This is an optimization exercise on Yosys and OpenROAD, whose aim is a short achievable clock period and few clock cycles, not a production implementation.
Where RTL was checked, it was by simulation tests only, not by an equivalence proof against the original.
Function not checked in run 1: the RTL went through the layout flow alone.
Power is estimated from default activity; no workload was simulated.

==> design.v <==
`default_nettype none
package cpuPkg;
	localparam int dataWidth = 32;
	localparam logic [dataWidth-1:0] nopInstruction = 32'h0000_0013;
	localparam logic [6:0] opAluReg = 7'b0110011;
	localparam logic [6:0] opAluImm = 7'b0010011;
	localparam logic [6:0] opLoad   = 7'b0000011;
	localparam logic [6:0] opStore  = 7'b0100011;
	localparam int selAdd = 0;
	localparam int selSub = 1;
	localparam int selSlt = 2;
	localparam int selSll = 3;
	localparam int selSrl = 4;
	localparam int selXor = 5;
	localparam int selOr  = 6;
	localparam int selAnd = 7;
	localparam int selWidth = 8;
endpackage
`default_nettype wire
`timescale 1ns/1ps
`default_nettype none
module alu (
	input wire [31:0] a,
	input wire [31:0] b,
	input wire [cpuPkg::selWidth-1:0] sel,
	output logic [31:0] result
);
	logic [31:0] sum;
	logic [31:0] diff;
	logic lessThan;
	logic [31:0] shiftLeft;
	logic [31:0] shiftRight;
	assign sum = a + b;
	assign diff = a - b;
	assign lessThan = $signed(a) < $signed(b);
	assign shiftLeft = a << b[4:0];
	assign shiftRight = a >> b[4:0];
	assign result = ({32{sel[cpuPkg::selAdd]}} & sum)
		| ({32{sel[cpuPkg::selSub]}} & diff)
		| {31'd0, sel[cpuPkg::selSlt] & lessThan}
		| ({32{sel[cpuPkg::selSll]}} & shiftLeft)
		| ({32{sel[cpuPkg::selSrl]}} & shiftRight)
		| ({32{sel[cpuPkg::selXor]}} & (a ^ b))
		| ({32{sel[cpuPkg::selOr]}} & (a | b))
		| ({32{sel[cpuPkg::selAnd]}} & (a & b));
endmodule
`default_nettype wire
`timescale 1ns/1ps
`default_nettype none
module registerFile #(
	parameter int addrWidth = 5
) (
	input wire clk,
	input wire reset,
	input wire [addrWidth-1:0] readAddrA,
	input wire [addrWidth-1:0] readAddrB,
	input wire [addrWidth-1:0] writeAddr,
	input wire [31:0] writeData,
	input wire writeEnable,
	output logic [31:0] readDataA,
	output logic [31:0] readDataB
);
	localparam int depth = 2 ** addrWidth;
	logic [31:0] regs [depth];
	always_ff @(posedge clk) begin
		if (reset) begin
			for (int i = 0; i < depth; i++) begin
				regs[i] <= '0;
			end
		end else if (writeEnable && writeAddr != '0) begin
			regs[writeAddr] <= writeData;
		end
	end
	always_comb begin
		readDataA = regs[readAddrA];
		if (writeEnable && writeAddr != '0 && writeAddr == readAddrA) begin
			readDataA = writeData;
		end
		readDataB = regs[readAddrB];
		if (writeEnable && writeAddr != '0 && writeAddr == readAddrB) begin
			readDataB = writeData;
		end
	end
endmodule
`default_nettype wire
`timescale 1ns/1ps
`default_nettype none
module immediateGenerator (
	input wire [31:0] instruction,
	output logic [31:0] immediate
);
	logic [11:0] field;
	logic isStore;
	assign isStore = (instruction[6:0] == cpuPkg::opStore);
	always_comb begin
		if (isStore) begin
			field = {instruction[31:25], instruction[11:7]};
		end else begin
			field = instruction[31:20];
		end
	end
	assign immediate = {{20{instruction[31]}}, field};
endmodule
`default_nettype wire
`timescale 1ns/1ps
`default_nettype none
module mainController (
	input wire [31:0] instr,
	output logic useImm,
	output logic aluWrite,
	output logic isLoad,
	output logic isStore,
	output logic readsRs2,
	output logic [cpuPkg::selWidth-1:0] aluSel
);
	logic [6:0] opCode;
	logic [2:0] funct3;
	logic isAluReg;
	logic isAluImm;
	logic rdNonZero;
	assign opCode = instr[6:0];
	assign funct3 = instr[14:12];
	assign isAluReg = (opCode == cpuPkg::opAluReg);
	assign isAluImm = (opCode == cpuPkg::opAluImm);
	assign rdNonZero = (instr[11:7] != 5'd0);
	assign useImm = !isAluReg;
	assign readsRs2 = isAluReg || (opCode == cpuPkg::opStore);
	assign aluWrite = (isAluReg || isAluImm) && rdNonZero;
	assign isLoad = (opCode == cpuPkg::opLoad) && rdNonZero;
	assign isStore = (opCode == cpuPkg::opStore);
	always_comb begin
		aluSel = '0;
		case (funct3)
			3'b000: begin
				if (isAluReg && instr[30]) begin
					aluSel[cpuPkg::selSub] = 1'b1;
				end else begin
					aluSel[cpuPkg::selAdd] = 1'b1;
				end
			end
			3'b001: aluSel[cpuPkg::selSll] = 1'b1;
			3'b010: aluSel[cpuPkg::selSlt] = 1'b1;
			3'b100: aluSel[cpuPkg::selXor] = 1'b1;
			3'b101: aluSel[cpuPkg::selSrl] = 1'b1;
			3'b110: aluSel[cpuPkg::selOr] = 1'b1;
			default: aluSel[cpuPkg::selAnd] = 1'b1;
		endcase
	end
endmodule
`default_nettype wire
`timescale 1ns/1ps
`default_nettype none
module dataPath #(
	parameter int addrWidth = 5,
	parameter logic [31:0] resetPc = '0
) (
	input wire clk,
	input wire reset,
	output logic [31:0] memAddr,
	output logic [31:0] memWriteData,
	output logic memWrite,
	input wire [31:0] memReadData
);
	logic [31:0] addrReg;      
	logic [31:0] resumePc;     
	logic memCycle;            
	logic storeCycle;
	logic [31:0] storeData;
	logic [31:0] instr;
	logic [4:0] mRd;
	logic mLoad;
	logic mByte;
	logic mHalf;
	logic [31:0] eA;
	logic [31:0] eB;
	logic [31:0] eStoreData;
	logic [4:0] eRd;
	logic eAluWrite;
	logic eLoad;
	logic eStore;
	logic eByte;
	logic eHalf;
	logic [cpuPkg::selWidth-1:0] eSel;
	logic eFwdAluA, eFwdLoadA;
	logic eFwdAluB, eFwdLoadB;
	logic eFwdAluS, eFwdLoadS;
	logic [31:0] aluRes;
	logic [4:0] aluResRd;
	logic aluResValid;
	logic [31:0] loadRes;
	logic [4:0] loadResRd;
	logic loadResValid;
	assign memAddr = addrReg;
	assign memWriteData = storeData;
	assign memWrite = storeCycle;
	logic [4:0] dRs1;
	logic [4:0] dRs2;
	logic [4:0] dRd;
	logic [31:0] dImm;
	logic dUseImm;
	logic dAluWrite;
	logic dLoad;
	logic dStore;
	logic dReadsRs2;
	logic [cpuPkg::selWidth-1:0] dSel;
	logic [31:0] rfA;
	logic [31:0] rfB;
	logic [4:0] wbAddr;
	logic [31:0] wbData;
	logic wbEnable;
	assign dRs1 = instr[19:15];
	assign dRs2 = instr[24:20];
	assign dRd = instr[11:7];
	mainController mainController_i (
		.instr(instr),
		.useImm(dUseImm),
		.aluWrite(dAluWrite),
		.isLoad(dLoad),
		.isStore(dStore),
		.readsRs2(dReadsRs2),
		.aluSel(dSel)
	);
	immediateGenerator immediateGenerator_i (
		.instruction(instr),
		.immediate(dImm)
	);
	assign wbEnable = aluResValid || loadResValid;
	assign wbAddr = aluResValid ? aluResRd : loadResRd;
	assign wbData = aluResValid ? aluRes : loadRes;
	registerFile #(.addrWidth(addrWidth)) registerFile_i (
		.clk(clk),
		.reset(reset),
		.readAddrA(dRs1),
		.readAddrB(dRs2),
		.writeAddr(wbAddr),
		.writeData(wbData),
		.writeEnable(wbEnable),
		.readDataA(rfA),
		.readDataB(rfB)
	);
	logic [31:0] xA;
	logic [31:0] xB;
	logic [31:0] xStoreData;
	logic [31:0] xResult;
	logic [31:0] xAddr;
	logic xMem;
	always_comb begin
		xA = eFwdAluA ? aluRes : (eFwdLoadA ? loadRes : eA);
		xB = eFwdAluB ? aluRes : (eFwdLoadB ? loadRes : eB);
		xStoreData = eFwdAluS ? aluRes : (eFwdLoadS ? loadRes : eStoreData);
	end
	alu alu_i (
		.a(xA),
		.b(xB),
		.sel(eSel),
		.result(xResult)
	);
	assign xAddr = xA + xB;
	assign xMem = eLoad || eStore;
	logic [31:0] loadValue;
	logic [7:0] byteLane;
	logic [15:0] halfLane;
	always_comb begin
		case (addrReg[1:0])
			2'd0: byteLane = memReadData[7:0];
			2'd1: byteLane = memReadData[15:8];
			2'd2: byteLane = memReadData[23:16];
			default: byteLane = memReadData[31:24];
		endcase
		halfLane = addrReg[1] ? memReadData[31:16] : memReadData[15:0];
		if (mByte) begin
			loadValue = {{24{byteLane[7]}}, byteLane};
		end else if (mHalf) begin
			loadValue = {{16{halfLane[15]}}, halfLane};
		end else begin
			loadValue = memReadData;
		end
	end
	always_ff @(posedge clk) begin
		if (reset) begin
			addrReg <= resetPc;
			memCycle <= 1'b0;
			storeCycle <= 1'b0;
			mLoad <= 1'b0;
			instr <= cpuPkg::nopInstruction;
			eAluWrite <= 1'b0;
			eLoad <= 1'b0;
			eStore <= 1'b0;
			eFwdAluA <= 1'b0;
			eFwdLoadA <= 1'b0;
			eFwdAluB <= 1'b0;
			eFwdLoadB <= 1'b0;
			eFwdAluS <= 1'b0;
			eFwdLoadS <= 1'b0;
			aluResValid <= 1'b0;
			loadResValid <= 1'b0;
		end else if (memCycle) begin
			addrReg <= resumePc;
			memCycle <= 1'b0;
			storeCycle <= 1'b0;
			mLoad <= 1'b0;
			aluResValid <= 1'b0;
			loadResValid <= mLoad;
		end else begin
			addrReg <= xMem ? xAddr : addrReg + 32'd4;
			memCycle <= xMem;
			storeCycle <= eStore;
			mLoad <= eLoad;
			instr <= memReadData;
			eAluWrite <= dAluWrite;
			eLoad <= dLoad;
			eStore <= dStore;
			eFwdAluA <= eAluWrite && (eRd == dRs1);
			eFwdLoadA <= eLoad && (eRd == dRs1);
			eFwdAluB <= !dUseImm && eAluWrite && (eRd == dRs2);
			eFwdLoadB <= !dUseImm && eLoad && (eRd == dRs2);
			eFwdAluS <= eAluWrite && (eRd == dRs2);
			eFwdLoadS <= eLoad && (eRd == dRs2);
			aluResValid <= eAluWrite;
			loadResValid <= 1'b0;
		end
	end
	always_ff @(posedge clk) begin
		if (memCycle) begin
			loadRes <= loadValue;
			loadResRd <= mRd;
		end else begin
			resumePc <= addrReg + 32'd4;
			storeData <= xStoreData;
			mRd <= eRd;
			mByte <= eByte;
			mHalf <= eHalf;
			aluRes <= xResult;
			aluResRd <= eRd;
			eA <= rfA;
			eB <= dUseImm ? dImm : rfB;
			eStoreData <= rfB;
			eRd <= dRd;
			eByte <= (instr[14:12] == 3'b000);
			eHalf <= (instr[14:12] == 3'b001);
			eSel <= dSel;
		end
	end
endmodule
`default_nettype wire
`timescale 1ns/1ps
`default_nettype none
module multiCycleCpu #(
	parameter int addrWidth = 5,
	parameter logic [31:0] resetPc = '0
) (
	input wire clk,
	input wire reset,
	output logic [31:0] memAddr,
	output logic [31:0] memWriteData,
	output logic memWrite,
	input wire [31:0] memReadData
);
	dataPath #(.addrWidth(addrWidth), .resetPc(resetPc)) dataPath_i (
		.clk(clk),
		.reset(reset),
		.memAddr(memAddr),
		.memWriteData(memWriteData),
		.memWrite(memWrite),
		.memReadData(memReadData)
	);
endmodule
`default_nettype wire
==> run.sh <==
#!/bin/bash
# synth_recipe.tcl (not shown) runs the flow's synth.tcl, then flattens the netlist and writes it again
# the make line also repeats each setting of config.mk as NAME=value (left out here)
make -C /OpenROAD-flow-scripts/flow DESIGN_CONFIG=/design/flow/config.mk WORK_HOME=/design/flow/orfs CLKGATE_MAP_FILE= SYNTH_SCRIPT=/design/flow/synth_recipe.tcl finish
==> config.mk <==
export PLATFORM = sky130hd
export DESIGN_NAME = multiCycleCpu
export DESIGN_NICKNAME = multiCycleCpu
export VERILOG_FILES = /design/flow/design.v
export SDC_FILE = /design/flow/constraint.sdc
export NUM_CORES = 4
export LEC_CHECK = 0
export ABC_CLOCK_PERIOD_IN_PS = 3000
export CAP_MARGIN = 20
export CORE_MARGIN = 2
export CORE_UTILIZATION = 40
export SETUP_SLACK_MARGIN = 5
export SLEW_MARGIN = 20
==> constraint.sdc <==
create_clock -name core_clock -period 9.0 [get_ports {clk}]
set_input_delay 1.8000 -clock core_clock [delete_from_list [all_inputs] [get_ports {clk}]]
set_output_delay 1.8000 -clock core_clock [all_outputs]
set_load 0.01 [all_outputs]
==> results of run 1 <==
-- cells by family after synthesis --
group | share of synthesized area
other cells | 0.0000499
xor+xnor | 0.0102
buf+inv | 0.0341
flops | 0.532
compound gates | 0.0588
fa+ha+maj | 0.0168
simple gates | 0.100
mux | 0.248
-- registers in the layout (all words and copies together), names as in the netlist, 5 cells and up, named ones only --
name and cells:
dataPath_i.eB 32, dataPath_i.eStoreData 32, dataPath_i.eA 32, dataPath_i.loadRes 32, dataPath_i.aluRes 32, dataPath_i.loadResRd 5, dataPath_i.instr 32, dataPath_i.registerFile_i.regs 1024
dataPath_i.eRd 5, dataPath_i.aluResRd 5, dataPath_i.storeData 32, dataPath_i.resumePc 32, dataPath_i.addrReg 32, dataPath_i.eSel 8
-- worst max-delay path, cell delays in order (launching register included) --
cell,delay [ns]
dfxtp_4,0.42
buf_12,0.14
mux2_4,0.31
mux2i_4,0.25
inv_2,0.09
buf_6,0.13
fa_2,0.37
a21o_1,0.19
nand4_1,0.17
a2111oi_4,0.11
buf_4,0.18
o311ai_4,0.37
a211oi_2,0.18
o21a_1,0.26
a211oi_2,0.21
mux2i_1,0.29
o221ai_1,0.13
-- placed cells by master, fill, tap and decap left out, types with 25 or more instances in the layout --
master	netlist	layout
clkbuf_16	0	157
dfxtp_1	88	70
xnor2_1	65	63
buf_6	4	29
o21ai_0	169	162
nand2b_1	59	28
o21a_1	61	36
a211oi_1	32	26
mux2i_1	327	285
buf_4	2	208
mux4_2	648	648
inv_1	105	98
o21a_2	0	25
edfxtp_1	1274	1274
mux2i_4	0	39
nand2_1	402	370
nor2_1	1186	1183
o211ai_1	37	37
a21oi_1	133	125
nand2_2	0	32
clkdlybuf4s50_1	0	97
nor3_1	29	26
conb_1	1	32
clkinv_1	4	32
ha_1	98	66
mux2_2	62	60
nand3_1	67	64
clkbuf_1	376	33
-- per-layer routing --
| metal | up-vias | track usage | wire [um] |
|---|---|---|---|
| li1 | 21700 | - | - |
| met1 | 26800 | 0.360 | 99500 |
| met2 | 2923 | 0.445 | 127000 |
| met3 | 606 | 0.0511 | 24500 |
| met4 | 2 | 0.130 | 14400 |
| met5 | - | 0 | 12 |
-- through the flow --
stage               hold slack, ns  std cells  instance area, um^2
global route                 0.436       8388                86600
global placement             0.413       7996                79200
detailed placement           0.412       8000                79300
finish                       0.436       8389                86600
floorplan                    0.400       5770                75500
CTS                          0.426       8347                85900
-- final timing paths --
kind | from | to | slack [ns] | depth (start not counted)
worst min register to register | dataPath_i.eByte | dataPath_i.mByte | 0.44 | 0
worst max-delay path | dataPath_i.eFwdLoadA | dataPath_i.aluRes[30] | 4.89 | 16
worst min-delay path | dataPath_i.eByte | dataPath_i.mByte | 0.44 | 0
worst max register to register | dataPath_i.eFwdLoadA | dataPath_i.aluRes[30] | 4.89 | 16
-- what timing repair did --
action,CTS,global route
setup endpoints to repair,1110,290
resized for setup,188,60
setup buffers,65,35
pin swaps,41,36
cloned,13,0
-- power by group through the flow --
stage	Sequential [mW]	Clock (mW)	Combinational (mW)
after floorplan	7.56	0	1.89
final	7.63	6.18	3.28
after CTS	7.63	6.26	3.13
after detailed placement	7.75	0	2.92
after global placement	7.74	0	2.91
after global routing	7.66	6.50	3.44
-- final cells by class --
class | count | share of cell area
Tap cell | 2495 | 0.0361
Sequential cell | 1362 | 0.463
Timing Repair Buffer | 374 | 0.0444
Timing Repair inverter | 2 | 0.000202
Clock inverter | 73 | 0.00807
Inverter | 112 | 0.00518
Antenna cell | 2 | 0.0000578
Multi-Input combinational cell | 3773 | 0.395
Clock buffer | 196 | 0.0476
==> notes.md, run 1 <==
* Remaining routing DRC violations at 0
* Sw Pwr at between 4 and 5 mW
* YS warnings at 4
* Max-cap viol count at 0
* Largest net degree at the start of global routing at approximately 140
* Gr usage total at 0.275
* Final setup viols at 0
* Final GP Congestion at ~0.99
* Dpl ws at about 3.3 ns
* Post-synth EDFFs at 1274
* Die area at ~190000 um^2
* Comb pwr share at 0.192
* Max VDD drop at 0.155 mV
* Root buf cell: clkbuf_16
* DRT Pass-1 Iters at 7
* Hold crit path type: flip-flop to flip-flop
* Final Max Slew Viols at 0
* Top cells by area, synth: edfxtp_1 51%, mux4_2 19%, nor2_1 5.9%, mux2i_1 4.4%, dfxtp_1 2.3%
* Flops & latches, synth at roughly 1400
* Sink Count at roughly 1400
* Overall Power at between 15 and 20 mW
* Clk pin slew, worst setup/hold paths at ~0.060 ns
* Die height at ~440 um
* Nets@finish at 5910
* Worst Skew at approximately 0.05 ns
* Hold_buf cts at 0
* Sequential area share after synthesis at 0.532
* Internal power at around 12 mW
* Worst setup SP type: flip-flop
* Status: timing/DRC/antenna clean
* F_max at between 200 and 250 MHz
* Port Buffers at 98
* Cell row count at roughly 160
* CP required at 9.49 ns
* Starting Density at 0.402
* Post-DRT Antenna Nets at 0
* Actual slew at the worst max-slew pin at ~1.1 ns
* Max FO, Critical Path at 5
* HPWL Detailed at 169 mm
* WP data arrival at approximately 4.6 ns
* CTS H-tree depth at 4
* Vias at roughly 52000
* Unrepaired setup endpoints after global routing: true
* # fillers at about 17000
* PwrDens at between 150 and 200 nW/um^2
* Core occupancy in the finished layout at 0.462
* Post-synth ARST share at 0
* Post-Syn Area at about 75000 um^2
* Die extent in x at 438 um
* Sw Ratio at 0.292
* Antenna violations before repair at 8
* TritonCTS clock tree: built
* Sequential Power Share at 0.446
* Tcrit/Tclk final at 0.457
* Share of layout cells above drive strength 1 at 0.251
* Tmin final at ~4 ns
* Pleak at 31.0 nW
* TritonCTS Buffers at roughly 150
* Final Hold Fails at 0
* Dominant synthesized flop cell: edfxtp_1
* FF+latch area at roughly 40000 um^2
* Syn avg cell area at approximately 13 um^2
* Grt total ovfl at 0
* Kind of critical path: flip-flop to flip-flop
* Worst Setup End Kind: flip-flop
* Vias in the first global route at around 52000
* Commonest cells in the synthesized netlist: 1274 x edfxtp_1, 1186 x nor2_1, 648 x mux4_2
* Synth cell types at between 90 and 100
* First-pass GRT wire length at between 300 and 400 mm
* Wire per inst at about 32 um
* Slew HR at 0.254
* Vias per Instance at 6.21
* Detailed Route WL at approximately 260 mm
* Count leader, synth: edfxtp_1
* Synth Instances at approximately 5700
* Synth area leader: edfxtp_1
* Final worst slack at roughly 5 ns
* Setup tns final at 0 ns
* Area of the multi-input gates at about 34000 um^2
* Share of the synthesized area in the top cell type at 0.509
* Skew-Pair Late Insertion Delay at 0.81 ns
* Layout area overhead at 15.1%
* Initial DRC Count at a little under 7000
* Clk network pwr share at 0.362
* Core area at 187000 um^2
* # IOs at approximately 100
* Clock Path Buffers at 3
==> inputs of run 2 (changes only) <==
--- a/design.v
+++ b/design.v
@@ -182,7 +182,12 @@
 	logic eHalf;
 	logic [cpuPkg::selWidth-1:0] eSel;
-	logic eFwdAluA, eFwdLoadA;
-	logic eFwdAluB, eFwdLoadB;
-	logic eFwdAluS, eFwdLoadS;
+	logic eHit;
+	logic eFwdLoadA;
+	logic eFwdLoadB;
+	logic eFwdLoadS;
+	logic sbValid;
+	logic [4:0] sbBase;
+	logic [11:0] sbImm;
+	logic [1:0] sbLo;
 	logic [31:0] aluRes;
 	logic [4:0] aluResRd;
@@ -239,23 +244,38 @@
 		.readDataB(rfB)
 	);
-	logic [31:0] xA;
-	logic [31:0] xB;
-	logic [31:0] xStoreData;
+	logic [31:0] aluResult;
 	logic [31:0] xResult;
 	logic [31:0] xAddr;
 	logic xMem;
-	always_comb begin
-		xA = eFwdAluA ? aluRes : (eFwdLoadA ? loadRes : eA);
-		xB = eFwdAluB ? aluRes : (eFwdLoadB ? loadRes : eB);
-		xStoreData = eFwdAluS ? aluRes : (eFwdLoadS ? loadRes : eStoreData);
-	end
+	logic [31:0] hitValue;
+	logic [7:0] hitByte;
+	logic [15:0] hitHalf;
 	alu alu_i (
-		.a(xA),
-		.b(xB),
+		.a(eA),
+		.b(eB),
 		.sel(eSel),
-		.result(xResult)
+		.result(aluResult)
 	);
-	assign xAddr = xA + xB;
+	assign xAddr = eA + eB;
 	assign xMem = eLoad || eStore;
+	always_comb begin
+		case (sbLo)
+			2'd0: hitByte = storeData[7:0];
+			2'd1: hitByte = storeData[15:8];
+			2'd2: hitByte = storeData[23:16];
+			default: hitByte = storeData[31:24];
+		endcase
+		hitHalf = sbLo[1] ? storeData[31:16] : storeData[15:0];
+		if (!eHit) begin
+			hitValue = '0;
+		end else if (eByte) begin
+			hitValue = {{24{hitByte[7]}}, hitByte};
+		end else if (eHalf) begin
+			hitValue = {{16{hitHalf[15]}}, hitHalf};
+		end else begin
+			hitValue = storeData;
+		end
+	end
+	assign xResult = aluResult | hitValue;
 	logic [31:0] loadValue;
 	logic [7:0] byteLane;
@@ -277,4 +297,12 @@
 		end
 	end
+	logic dFwdAluA;
+	logic dFwdAluB;
+	logic dFwdAluS;
+	logic dHit;
+	assign dFwdAluA = eAluWrite && (eRd == dRs1);
+	assign dFwdAluB = !dUseImm && eAluWrite && (eRd == dRs2);
+	assign dFwdAluS = eAluWrite && (eRd == dRs2);
+	assign dHit = dLoad && sbValid && (dRs1 == sbBase) && (dImm[11:0] == sbImm);
 	always_ff @(posedge clk) begin
 		if (reset) begin
@@ -287,12 +315,11 @@
 			eLoad <= 1'b0;
 			eStore <= 1'b0;
-			eFwdAluA <= 1'b0;
+			eHit <= 1'b0;
 			eFwdLoadA <= 1'b0;
-			eFwdAluB <= 1'b0;
 			eFwdLoadB <= 1'b0;
-			eFwdAluS <= 1'b0;
 			eFwdLoadS <= 1'b0;
 			aluResValid <= 1'b0;
 			loadResValid <= 1'b0;
+			sbValid <= 1'b0;
 		end else if (memCycle) begin
 			addrReg <= resumePc;
@@ -308,36 +335,55 @@
 			mLoad <= eLoad;
 			instr <= memReadData;
-			eAluWrite <= dAluWrite;
-			eLoad <= dLoad;
+			eAluWrite <= dAluWrite || dHit;
+			eLoad <= dLoad && !dHit;
 			eStore <= dStore;
-			eFwdAluA <= eAluWrite && (eRd == dRs1);
+			eHit <= dHit;
 			eFwdLoadA <= eLoad && (eRd == dRs1);
-			eFwdAluB <= !dUseImm && eAluWrite && (eRd == dRs2);
 			eFwdLoadB <= !dUseImm && eLoad && (eRd == dRs2);
-			eFwdAluS <= eAluWrite && (eRd == dRs2);
 			eFwdLoadS <= eLoad && (eRd == dRs2);
 			aluResValid <= eAluWrite;
 			loadResValid <= 1'b0;
+			if (dStore) begin
+				sbValid <= 1'b1;
+			end else if ((dAluWrite || dLoad) && dRd == sbBase) begin
+				sbValid <= 1'b0;
+			end
 		end
 	end
 	always_ff @(posedge clk) begin
+		aluRes <= xResult;
+		aluResRd <= eRd;
+		loadRes <= loadValue;
+		loadResRd <= mRd;
 		if (memCycle) begin
-			loadRes <= loadValue;
-			loadResRd <= mRd;
+			if (eFwdLoadA) begin
+				eA <= loadValue;
+			end
+			if (eFwdLoadB) begin
+				eB <= loadValue;
+			end
+			if (eFwdLoadS) begin
+				eStoreData <= loadValue;
+			end
 		end else begin
 			resumePc <= addrReg + 32'd4;
-			storeData <= xStoreData;
+			if (eStore) begin
+				storeData <= eStoreData;
+				sbLo <= xAddr[1:0];
+			end
+			if (dStore) begin
+				sbBase <= dRs1;
+				sbImm <= dImm[11:0];
+			end
 			mRd <= eRd;
 			mByte <= eByte;
 			mHalf <= eHalf;
-			aluRes <= xResult;
-			aluResRd <= eRd;
-			eA <= rfA;
-			eB <= dUseImm ? dImm : rfB;
-			eStoreData <= rfB;
+			eA <= dFwdAluA ? xResult : rfA;
+			eB <= dUseImm ? dImm : (dFwdAluB ? xResult : rfB);
+			eStoreData <= dFwdAluS ? xResult : rfB;
 			eRd <= dRd;
 			eByte <= (instr[14:12] == 3'b000);
 			eHalf <= (instr[14:12] == 3'b001);
-			eSel <= dSel;
+			eSel <= dLoad ? '0 : dSel;
 		end
 	end
==> run 2 against run 1 <==
Against the previous run: non-clock buffer count down 7; highest routed layer unchanged; wire length grew 13%; still clean; clock skew grew 0.030 ns; worst setup slack improved by 0.0086 ns; synthesized cell count grew 4.8%; first-iteration DRC count increased by 19%; via count increased by 6.9%; utilization about the same; fmax rose by 0.21%; area after synthesis up 2.0%; power rose by 8.1%.
==> notes.md, run 2 <==
* Post-synth EDFFs at 1225 (-3.8%)
* # IOs at 99 (unchanged)
* Crit path max-delay cell type: nand2_2
* Final GP Congestion at 0.991 (+0.26%)
* Detailed Route WL at 301 mm (+13%)
* Worst Setup End Kind: flip-flop
* HPWL Detailed at 198 mm (+18%)
* Max reg flops at 1024 (unchanged)
* Vias in the first global route at 53900 (+3.3%)
* PwrDens at 210 nW/um^2 (+6.2%)
* Status: timing/DRC/antenna clean
* Root buf cell: clkbuf_16
* Synth area leader: edfxtp_1
* Post-synth ARST share at 0 (unchanged)
* Commonest cells in the synthesized netlist: 1237 x nor2_1, 1225 x edfxtp_1, 649 x mux4_2
* Setup tns final at 0 ns (unchanged)
* Share of the synthesized area in the top cell type at 0.479 (-0.0294)
* Largest register by flop count: dataPath_i.registerFile_i.regs
* Slew HR at 0.187 (-0.0674)
* Dominant synthesized flop cell: edfxtp_1
* Dpl ws at 3.59 ns (+0.322 ns)
* Skew-Pair Late Insertion Delay at 0.85 ns (+0.04 ns)
* Port Buffers at 98 (unchanged)
* Core area at 190000 um^2 (+1.7%)
* Pleak at 31.9 nW (+2.8%)
* Post-DRT Antenna Nets at 0 (unchanged)
* Post-Syn Area at 76700 um^2 (+2.0%)
* Crit-path cells: buf_4 > a21oi_1 > nor2b_2 > nor2b_1 > nand2_2 > nand2b_4
* Synth Instances at 6016 (+4.8%)
* Nets@finish at 6176 (+4.5%)
* Layout area overhead at 14.8%
* Kind of critical path: input pin to flip-flop
* Die extent in x at 442 um (+1.0%)
* Wire per inst at 34.6 um (+9.7%)
* Crit path largest cell delay at 0.59 ns (+0.17 ns)
* Final Hold Fails at 0 (unchanged)
* Die height at 442 um (+1.0%)
* YS warnings at 4 (unchanged)
* Max FO, Critical Path at 34 (+29)
* DRT Pass-1 Iters at 8 (+1)
* Sequential area share after synthesis at 0.521 (-0.0108)
* Flops & latches, synth at 1386 (+1.8%)
* First-pass GRT wire length at 417 mm (+9.7%)
* Syn avg cell area at 12.8 um^2 (-2.7%)
* Worst setup SP type: input pin
* Most frequent cells in the layout: 1235 x nor2_1, 1225 x edfxtp_1, 649 x mux4_2
* Sink Count at 1386 (+1.8%)
* Antenna violations before repair at 10 (+2)
* Final worst slack at 4.90 ns (+0.00861 ns)
* Top cells by area, synth: edfxtp_1 48%, mux4_2 19%, nor2_1 6.1%, dfxtp_1 4.2%, mux2i_1 2.9%
* Max-cap viol count at 0 (unchanged)
* Initial DRC Count at 8161 (+19%)
* WP data arrival at 4.57 ns (-0.03 ns)
* TritonCTS Buffers at 155 (+2.6%)
* Largest net degree at the start of global routing at 93 (-35%)
* Most common cell after layout, fill and taps aside: nor2_1
* Synth cell types at 91 (-1.1%)
* Tcrit/Tclk final at 0.456 (-0.000957)
* CTS H-tree depth at 4 (unchanged)
* TritonCTS clock tree: built
* Vias per Instance at 6.41 (+3.4%)
* Final Max Slew Viols at 0 (unchanged)
* Unrepaired setup endpoints after global routing: true
* Clk pin slew, worst setup/hold paths at 0.06 ns (about the same)
* Remaining routing DRC violations at 0 (unchanged)
* Hold crit path type: flip-flop to flip-flop
* Vias at 55700 (+6.9%)
* Final setup viols at 0 (unchanged)
* Clock Path Buffers at 3 (unchanged)
* Cell row count at 160 (+0.63%)
* Gr usage total at 0.300 (+0.0244)
* Actual slew at the worst max-slew pin at 1.21 ns (+0.0938 ns)
* CP required at 9.47 ns (-0.02 ns)
* F_max at 244 MHz (+0.21%)
* Worst Skew at 0.0793 ns (+0.0298 ns)
* Die area at 195000 um^2 (+2.0%)
* Grt total ovfl at 0 (unchanged)
* Max VDD drop at 0.218 mV (+40%)
* Starting Density at 0.403 (+0.00136)
* Count leader, synth: nor2_1
* Share of layout cells above drive strength 1 at 0.241 (-0.0103)
* Tmin final at 4.10 ns (-0.00861 ns)
-- run 2: worst max-delay path: cells and delay by family --
kind	cells	cell delay (ns)
AND/OR/NAND/NOR	4	2.05
buffers and inverters	1	0.24
AO/OA/AOI/OAI	1	0.35
-- run 2: stage by stage --
| step | power (mW) | hold slack (ns) | util | std cells | instance area (um^2) |
|---|---|---|---|---|---|
| 2_1_floorplan | 9.93 | 0.323 | - | 6047 | 76900 |
| 3_3_place_gp | 11.5 | 0.326 | 0.424 | 8276 | 80700 |
| 3_5_place_dp | 11.6 | 0.327 | 0.424 | 8276 | 80800 |
| 4_1_cts | 18.2 | 0.340 | 0.457 | 8595 | 86900 |
| 5_1_grt | 18.9 | 0.343 | 0.463 | 8677 | 88100 |
| 6_report | 18.5 | 0.340 | 0.463 | 8680 | 88100 |
-- run 2: power breakdown --
part           internal [mW]  switching [mW]  leakage, nW
sequential              7.36           0.326         14.1
clock                   3.79            2.84         2.55
combinational           1.46            2.71         15.3
total                   12.6            5.87         31.9
-- run 2: area by class of cell --
type / instances / area (um^2)
tap: 2511 / 3140
clock inverter: 93 / 1150
inverter: 137 / 557
antenna: 4 / 10.0
fill: 16900 / 102000
clock buffer: 187 / 4110
multi-input combinational: 3995 / 35500
timing repair buffer: 367 / 3630
sequential: 1386 / 40000
-- run 2: what timing repair did --
action                     in CTS  in global routing
pin swaps                       5                 12
hold buffers                    0                  0
buffers inserted               29                 67
hold endpoints to repair        0                  0
setup endpoints to repair     499                455
gates resized for setup        87                 78
gates cloned                   10                 12
-- run 2: logic make-up (layout without fill, tap and decap cells) --
group / Yosys count / after routing / synth area share
buffers and inverters: 674 / 784 / 0.0351
XOR/XNOR: 105 / 105 / 0.0120
AO/OA/AOI/OAI: 872 / 872 / 0.0763
other: 1 / 36 / 0.0000489
flip-flops: 1386 / 1386 / 0.521
adder cells (fa/ha/maj): 100 / 100 / 0.0165
AND/OR/NAND/NOR: 1911 / 1919 / 0.105
multiplexers: 967 / 967 / 0.233
-- run 2: worst paths after layout --
kind / startpoint / endpoint / slack (ns) / depth (start not counted)
setup / recovery: reset / dataPath_i.registerFile_i.regs[6][16] / 4.90 / 6
hold / removal: dataPath_i.mRd[4] / dataPath_i.loadResRd[4] / 0.34 / 0
setup reg to reg: dataPath_i.eB[1] / dataPath_i.eA[28] / 4.96 / 10
hold reg to reg: dataPath_i.mRd[4] / dataPath_i.loadResRd[4] / 0.34 / 0
-- run 2: routing by layer --
metal / share of wire / wire length, um / GRT usage
met1: 0.36 / 109000 / 0.382
met2: 0.45 / 136000 / 0.464
met3: 0.11 / 33000 / 0.0737
met4: 0.076 / 22800 / 0.181
met5: 0.00013 / 40 / 0
Testbench counts of run 2, summed over its fixed seeds: cycles 53,049.
==> inputs of run 3 (changes only) <==
--- a/design.v
+++ b/design.v
@@ -20,18 +20,70 @@
 `timescale 1ns/1ps
 `default_nettype none
+module prefixAdder (
+	input wire [31:0] a,
+	input wire [31:0] b,
+	input wire carryIn,
+	output logic [31:0] sum
+);
+	logic [31:0] gen [6];
+	logic [31:0] prop [6];
+	logic [31:0] carry;
+	assign gen[0] = (a & b) | {31'd0, (a[0] | b[0]) & carryIn};
+	assign prop[0] = a | b;
+	for (genvar l = 0; l < 5; l++) begin : gLevel
+		for (genvar i = 0; i < 32; i++) begin : gBit
+			if (i >= (1 << l)) begin : gCombine
+				assign gen[l + 1][i] = gen[l][i] | (prop[l][i] & gen[l][i - (1 << l)]);
+				assign prop[l + 1][i] = prop[l][i] & prop[l][i - (1 << l)];
+			end else begin : gPass
+				assign gen[l + 1][i] = gen[l][i];
+				assign prop[l + 1][i] = prop[l][i];
+			end
+		end
+	end
+	assign carry = {gen[5][30:0], carryIn};
+	assign sum = a ^ (b ^ carry);
+endmodule
+module incrementer (
+	input wire [31:0] a,
+	output logic [31:0] sum
+);
+	logic [31:0] ones [6];
+	assign ones[0] = a;
+	for (genvar l = 0; l < 5; l++) begin : gLevel
+		for (genvar i = 0; i < 32; i++) begin : gBit
+			if (i >= 2 + (1 << l)) begin : gCombine
+				assign ones[l + 1][i] = ones[l][i] & ones[l][i - (1 << l)];
+			end else begin : gPass
+				assign ones[l + 1][i] = ones[l][i];
+			end
+		end
+	end
+	assign sum = {a[31:3] ^ ones[5][30:2], ~a[2], a[1:0]};
+endmodule
 module alu (
 	input wire [31:0] a,
 	input wire [31:0] b,
 	input wire [cpuPkg::selWidth-1:0] sel,
+	output logic [31:0] sum,
 	output logic [31:0] result
 );
-	logic [31:0] sum;
 	logic [31:0] diff;
 	logic lessThan;
 	logic [31:0] shiftLeft;
 	logic [31:0] shiftRight;
-	assign sum = a + b;
-	assign diff = a - b;
-	assign lessThan = $signed(a) < $signed(b);
+	prefixAdder adder_i (
+		.a(a),
+		.b(b),
+		.carryIn(1'b0),
+		.sum(sum)
+	);
+	prefixAdder subtractor_i (
+		.a(a),
+		.b(~b),
+		.carryIn(1'b1),
+		.sum(diff)
+	);
+	assign lessThan = (a[31] ^ b[31]) ? a[31] : diff[31];
 	assign shiftLeft = a << b[4:0];
 	assign shiftRight = a >> b[4:0];
@@ -53,6 +105,8 @@
 	input wire clk,
 	input wire reset,
-	input wire [addrWidth-1:0] readAddrA,
-	input wire [addrWidth-1:0] readAddrB,
+	input wire [2**addrWidth-1:0] readSelA,
+	input wire [2**addrWidth-1:0] readSelB,
+	input wire bypassA,
+	input wire bypassB,
 	input wire [addrWidth-1:0] writeAddr,
 	input wire [31:0] writeData,
@@ -72,13 +126,15 @@
 		end
 	end
+	logic [31:0] rawA;
+	logic [31:0] rawB;
 	always_comb begin
-		readDataA = regs[readAddrA];
-		if (writeEnable && writeAddr != '0 && writeAddr == readAddrA) begin
-			readDataA = writeData;
-		end
-		readDataB = regs[readAddrB];
-		if (writeEnable && writeAddr != '0 && writeAddr == readAddrB) begin
-			readDataB = writeData;
+		rawA = '0;
+		rawB = '0;
+		for (int i = 1; i < depth; i++) begin
+			rawA = rawA | ({32{readSelA[i]}} & regs[i]);
+			rawB = rawB | ({32{readSelB[i]}} & regs[i]);
 		end
+		readDataA = bypassA ? writeData : rawA;
+		readDataB = bypassB ? writeData : rawB;
 	end
 endmodule
@@ -163,9 +219,13 @@
 );
 	logic [31:0] addrReg;      
-	logic [31:0] resumePc;     
+	logic [31:0] fetchPc;      
+	logic [31:0] fetchPcNext;
+	logic rfReset;             
 	logic memCycle;            
 	logic storeCycle;
 	logic [31:0] storeData;
 	logic [31:0] instr;
+	logic [31:0] rs1Hot;       
+	logic [31:0] rs2Hot;
 	logic [4:0] mRd;
 	logic mLoad;
@@ -235,7 +295,9 @@
 	registerFile #(.addrWidth(addrWidth)) registerFile_i (
 		.clk(clk),
-		.reset(reset),
-		.readAddrA(dRs1),
-		.readAddrB(dRs2),
+		.reset(rfReset),
+		.readSelA(rs1Hot),
+		.readSelB(rs2Hot),
+		.bypassA(wbEnable && wbAddr == dRs1),
+		.bypassB(wbEnable && wbAddr == dRs2),
 		.writeAddr(wbAddr),
 		.writeData(wbData),
@@ -255,7 +317,7 @@
 		.b(eB),
 		.sel(eSel),
+		.sum(xAddr),
 		.result(aluResult)
 	);
-	assign xAddr = eA + eB;
 	assign xMem = eLoad || eStore;
 	always_comb begin
@@ -308,8 +370,11 @@
 		if (reset) begin
 			addrReg <= resetPc;
+			fetchPc <= resetPc;
 			memCycle <= 1'b0;
 			storeCycle <= 1'b0;
 			mLoad <= 1'b0;
 			instr <= cpuPkg::nopInstruction;
+			rs1Hot <= 32'd1;
+			rs2Hot <= 32'd1;
 			eAluWrite <= 1'b0;
 			eLoad <= 1'b0;
@@ -323,5 +388,5 @@
 			sbValid <= 1'b0;
 		end else if (memCycle) begin
-			addrReg <= resumePc;
+			addrReg <= fetchPc;
 			memCycle <= 1'b0;
 			storeCycle <= 1'b0;
@@ -330,9 +395,12 @@
 			loadResValid <= mLoad;
 		end else begin
-			addrReg <= xMem ? xAddr : addrReg + 32'd4;
+			addrReg <= xMem ? xAddr : fetchPcNext;
+			fetchPc <= fetchPcNext;
 			memCycle <= xMem;
 			storeCycle <= eStore;
 			mLoad <= eLoad;
 			instr <= memReadData;
+			rs1Hot <= 32'd1 << memReadData[19:15];
+			rs2Hot <= 32'd1 << memReadData[24:20];
 			eAluWrite <= dAluWrite || dHit;
 			eLoad <= dLoad && !dHit;
@@ -351,4 +419,11 @@
 		end
 	end
+	incrementer pcIncrement_i (
+		.a(fetchPc),
+		.sum(fetchPcNext)
+	);
+	always_ff @(posedge clk) begin
+		rfReset <= reset;
+	end
 	always_ff @(posedge clk) begin
 		aluRes <= xResult;
@@ -367,5 +442,4 @@
 			end
 		end else begin
-			resumePc <= addrReg + 32'd4;
 			if (eStore) begin
 				storeData <= eStoreData;
==> flow/run.sh (new file) <==
#!/bin/bash
set -o pipefail
bash standard.sh \
	SETUP_SLACK_MARGIN=6.3 \
	TNS_END_PERCENT=10 \
	"BUFFER_PORTS_ARGS=-buffer_cell sky130_fd_sc_hd__buf_4" \
	finish > standard.log 2>&1
==> standard.sh (new file) <==
#!/bin/bash
# synth_recipe.tcl (not shown) runs the flow's synth.tcl, then flattens the netlist and writes it again
# the make line also repeats each setting of config.mk as NAME=value (left out here)
make -C /OpenROAD-flow-scripts/flow DESIGN_CONFIG=/design/flow/config.mk WORK_HOME=/design/flow/orfs CLKGATE_MAP_FILE= SYNTH_SCRIPT=/design/flow/synth_recipe.tcl "${@:-finish}"
--- a/config.mk
+++ b/config.mk
@@ -6,8 +6,7 @@
 export NUM_CORES = 4
 export LEC_CHECK = 0
-export ABC_CLOCK_PERIOD_IN_PS = 3000
+export ABC_CLOCK_PERIOD_IN_PS = 2500
 export CAP_MARGIN = 20
 export CORE_MARGIN = 2
 export CORE_UTILIZATION = 40
-export SETUP_SLACK_MARGIN = 5
 export SLEW_MARGIN = 20
removed: run.sh
==> run 3 against run 2 <==
Against the previous run: global-route usage grew 12 points; clock skew fell by 0.026 ns; synthesized cell count grew 9.0%; critical path depth increased by 3; first-iteration DRC count is 100% higher; final cell count up 7.1%; highest routed layer unchanged; critical path type is now flip-flop to flip-flop; largest power group unchanged; still clean; sequential power hardly changed; utilization rose by 2.3 points; non-clock buffer count is 257 higher; via count is 25% higher; critical endpoint is now dataPath_i.eB[26]; wire length is 34% higher.
==> notes.md, run 3 <==
* Vias per Instance at 7.49 (+17%)
* Synth area leader: edfxtp_1
* Wire per inst at 43.3 um (+25%)
* Count leader, synth: nor2_1
* Final setup viols at 0 (unchanged)
* Share of the synthesized area in the top cell type at 0.485 (+0.00573)
* Tmin final at 3.82 ns (-0.281 ns)
* Starting Density at 0.403 (about the same)
* Dominant synthesized flop cell: edfxtp_1
* Setup tns final at 0 ns (unchanged)
* Port Buffers at 98 (unchanged)
* Overall Power at 17.6 mW (-4.8%)
* Synth cell types at 101 (+11%)
* Max FO, Critical Path at 16 (-53%)
* F_max at 262 MHz (+7.4%)
* Post-DRT Antenna Nets at 0 (unchanged)
* FF+latch area at 39800 um^2 (-0.52%)
* Largest net degree at the start of global routing at 106 (+14%)
* # fillers at 15900 (-5.5%)
* Worst Skew at 0.0534 ns (-0.0259 ns)
* Detailed Route WL at 402 mm (+34%)
* Actual slew at the worst max-slew pin at 1.30 ns (+0.0853 ns)
* Slew HR at 0.135 (-0.0520)
* Area of the multi-input gates at 32400 um^2 (-8.5%)
* Max reg flops at 992 (-3.1%)
* Final Max Slew Viols at 0 (unchanged)
* Syn avg cell area at 11.0 um^2 (-14%)
* Cell row count at 155 (-3.1%)
* # IOs at 99 (unchanged)
* Hold crit path type: flip-flop to flip-flop
* Sequential area share after synthesis at 0.553 (+0.0317)
* Post-synth EDFFs at 1161 (-5.2%)
* CP required at 9.54 ns (+0.07 ns)
* Hold_buf cts at 0 (unchanged)
* Skew-Pair Late Insertion Delay at 0.84 ns (about the same)
* Synth Instances at 6560 (+9.0%)
* Reg2Reg Setup Slack at 5.18 ns (+0.22 ns)
* Root buf cell: clkbuf_16
* Clock Path Buffers at 3 (unchanged)
* HPWL Detailed at 234 mm (+18%)
* Status: timing/DRC/antenna clean
* YS warnings at 9 (+5)
* Most frequent cells in the layout: 1281 x nor2_1, 1161 x edfxtp_1, 521 x buf_4
* Max VDD drop at 0.177 mV (-19%)
* Gr usage total at 0.422 (+0.122)
* WP data arrival at 4.36 ns (-0.21 ns)
* Post-synth ARST share at 0 (unchanged)
* Largest register by flop count: dataPath_i.registerFile_i.regs
* Worst setup SP type: flip-flop
* Most common cell after layout, fill and taps aside: nor2_1
* TritonCTS clock tree: built
* Post-Syn Area at 71900 um^2 (-6.3%)
* Pleak at 32.6 nW (+2.0%)
* Hold Startpoint: dataPath_i.mRd[0]
* Setup crit start: dataPath_i.rs2Hot[28]
* DRT Pass-1 Iters at 14 (+6)
* Antenna violations before repair at 33 (+23)
* PwrDens at 203 nW/um^2 (-3.2%)
* Grt total ovfl at 0 (unchanged)
* TritonCTS Buffers at 153 (-1.3%)
* Worst Setup End Kind: flip-flop
* Tcrit/Tclk final at 0.425 (-0.0312)
* Max-cap viol count at 0 (unchanged)
* Sink Count at 1405 (+1.4%)
* Die area at 183000 um^2 (-6.3%)
* Flops & latches, synth at 1405 (+1.4%)
* Nets@finish at 6953 (+13%)
* Commonest cells in the synthesized netlist: 1298 x nor2_1, 1161 x edfxtp_1, 484 x clkbuf_1
* Top cells by area, synth: edfxtp_1 49%, dfxtp_1 6.8%, nor2_1 6.8%, a22oi_1 4.1%, a22o_1 3.5%
* CTS H-tree depth at 4 (unchanged)
* Vias at 69700 (+25%)
* Kind of critical path: flip-flop to flip-flop
* Remaining routing DRC violations at 0 (unchanged)
* Clk pin slew, worst setup/hold paths at 0.06 ns (about the same)
* Final GP Congestion at 1.09 (+9.8%)
* Die extent in x at 428 um (-3.2%)
* Core area at 178000 um^2 (-6.3%)
* Final Hold Fails at 0 (unchanged)
* First-pass GRT wire length at 537 mm (+29%)
* Initial DRC Count at 16400 (+100%)
* RR Startpoint: dataPath_i.rs2Hot[28]
* Share of layout cells above drive strength 1 at 0.219 (-0.0218)
* Unrepaired setup endpoints after global routing: true
* Die height at 428 um (-3.2%)
* Vias in the first global route at 64300 (+19%)
* Layout area overhead at 20.6%
## run 3: changes by cell type after synthesis, sizes merged, moves of 63 or more
cell / delta
a22o: +284
clkbuf: +84
dfxtp: +83
a221oi: +259
nand4: +106
a222oi: +90
nand3: +72
a21oi: -69
mux4: -599
edfxtp: -64
a22oi: +379
nor2: +63
## run 3: per-layer routing
metal | vias up | global-route usage | share of wire
met2 | 8146 | 0.575 | 0.39
met5 | - | 0.0177 | 0.0020
li1 | 25600 | - | -
met4 | 34 | 0.355 | 0.12
met1 | 33100 | 0.491 | 0.32
met3 | 2823 | 0.209 | 0.18
## run 3: cells by family after synthesis
logic type	Yosys count	share of synthesized area
simple gates	2155	0.131
fa+ha+maj	129	0.0227
xor+xnor	148	0.0180
flops	1405	0.553
buf+inv	705	0.0386
mux	305	0.0532
compound gates	1713	0.183
## run 3: repair_timing
item / in CTS / in global routing
setup buffers: 210 / 72
gates cloned: 22 / 4
pin swaps: 134 / 72
gates resized for setup: 459 / 138
endpoints found under the setup margin: 1881 / 1695
## run 3: worst paths after layout
path         depth (start not counted)                 endpoint
min reg2reg                          0  dataPath_i.loadResRd[0]
max                                  9        dataPath_i.eB[26]
min                                  0  dataPath_i.loadResRd[0]
max reg2reg                          9        dataPath_i.eB[26]
## run 3: cell type report
| class | count | share of cell area |
|---|---|---|
| antenna | 28 | 0.000809 |
| clock buffer | 201 | 0.0491 |
| multi-input combinational | 4459 | 0.374 |
| clock inverter | 79 | 0.00882 |
| inverter | 146 | 0.00673 |
| sequential | 1405 | 0.460 |
| timing repair inverter | 1 | 0.000101 |
| timing repair buffer | 624 | 0.0663 |
| tap | 2355 | 0.0340 |
## run 3: report_power, final
part	leakage [nW]	switching, mW	total [mW]	internal (mW)
Sequential	14.1	0.347	7.69	7.34
Clock	2.45	2.83	6.44	3.61
Combinational	16.0	2.26	3.47	1.21
## run 3: through the flow
step	area [um^2]	utilization	hold slack [ns]	worst slack (ns)	cells
CTS	85200	0.478	0.340	5.36	9190
global placement	75800	0.425	0.324	4.06	8675
global route	86600	0.485	0.348	5.16	9273
floorplan	72100	-	0.323	5.71	6560
finish	86700	0.486	0.341	5.18	9298
detailed placement	75900	0.426	0.327	4.02	8678
## run 3: worst max-delay path, cell delays in order (launching register included)
cell and delay (ns):
dfxtp_2 0.55, buf_4 0.44, buf_4 0.31, a22o_1 0.23
a221oi_1 0.30, nand4_1 0.19, nor3_1 0.83, mux2_2 0.33
mux2i_2 0.08, o211a_1 0.25
Testbench counts of run 3, summed over its fixed seeds: cycles 53,049.

[what the ideal ports hide]
The flow's constraints put no driver on any port. The routed layouts listed below were extracted and timed again, unchanged, in two steps. Step 1: set_driving_cell puts a clkbuf_16 on clk and a buf_2 on each other input, an assumption about the parent block. Step 2 adds t to the input delays and takes it off the output delays; t is the mean of the earliest and latest rising clock arrival at the registers after step 1. Input paths then give back, and output paths get back, about the clock's delay inside the block. Slacks: no drivers / after step 1 / after step 2; pairs: no drivers / after step 1.
| run | shift t [ns] | setup slack, ns | worst setup path after step 2 | clock arrival spread, ns | worst register clock-pin slew, ns |
|---|---|---|---|---|---|
| run 1 | 0.872 | 4.888 / 4.888 / 4.370 | input to register | 0.050 / 0.050 | 0.07 / 0.07 |
| run 2 | 0.891 | 4.897 / 4.913 / 4.063 | input to register | 0.086 / 0.086 | 0.08 / 0.08 |
| run 3 | 0.899 | 5.178 / 5.178 / 4.836 | input to register | 0.057 / 0.057 | 0.08 / 0.08 |
After both steps setup and hold are still met in every run listed. The setup slack of run 2, which loses most, moves by +0.016 ns with the drivers and by -0.834 ns with both steps.
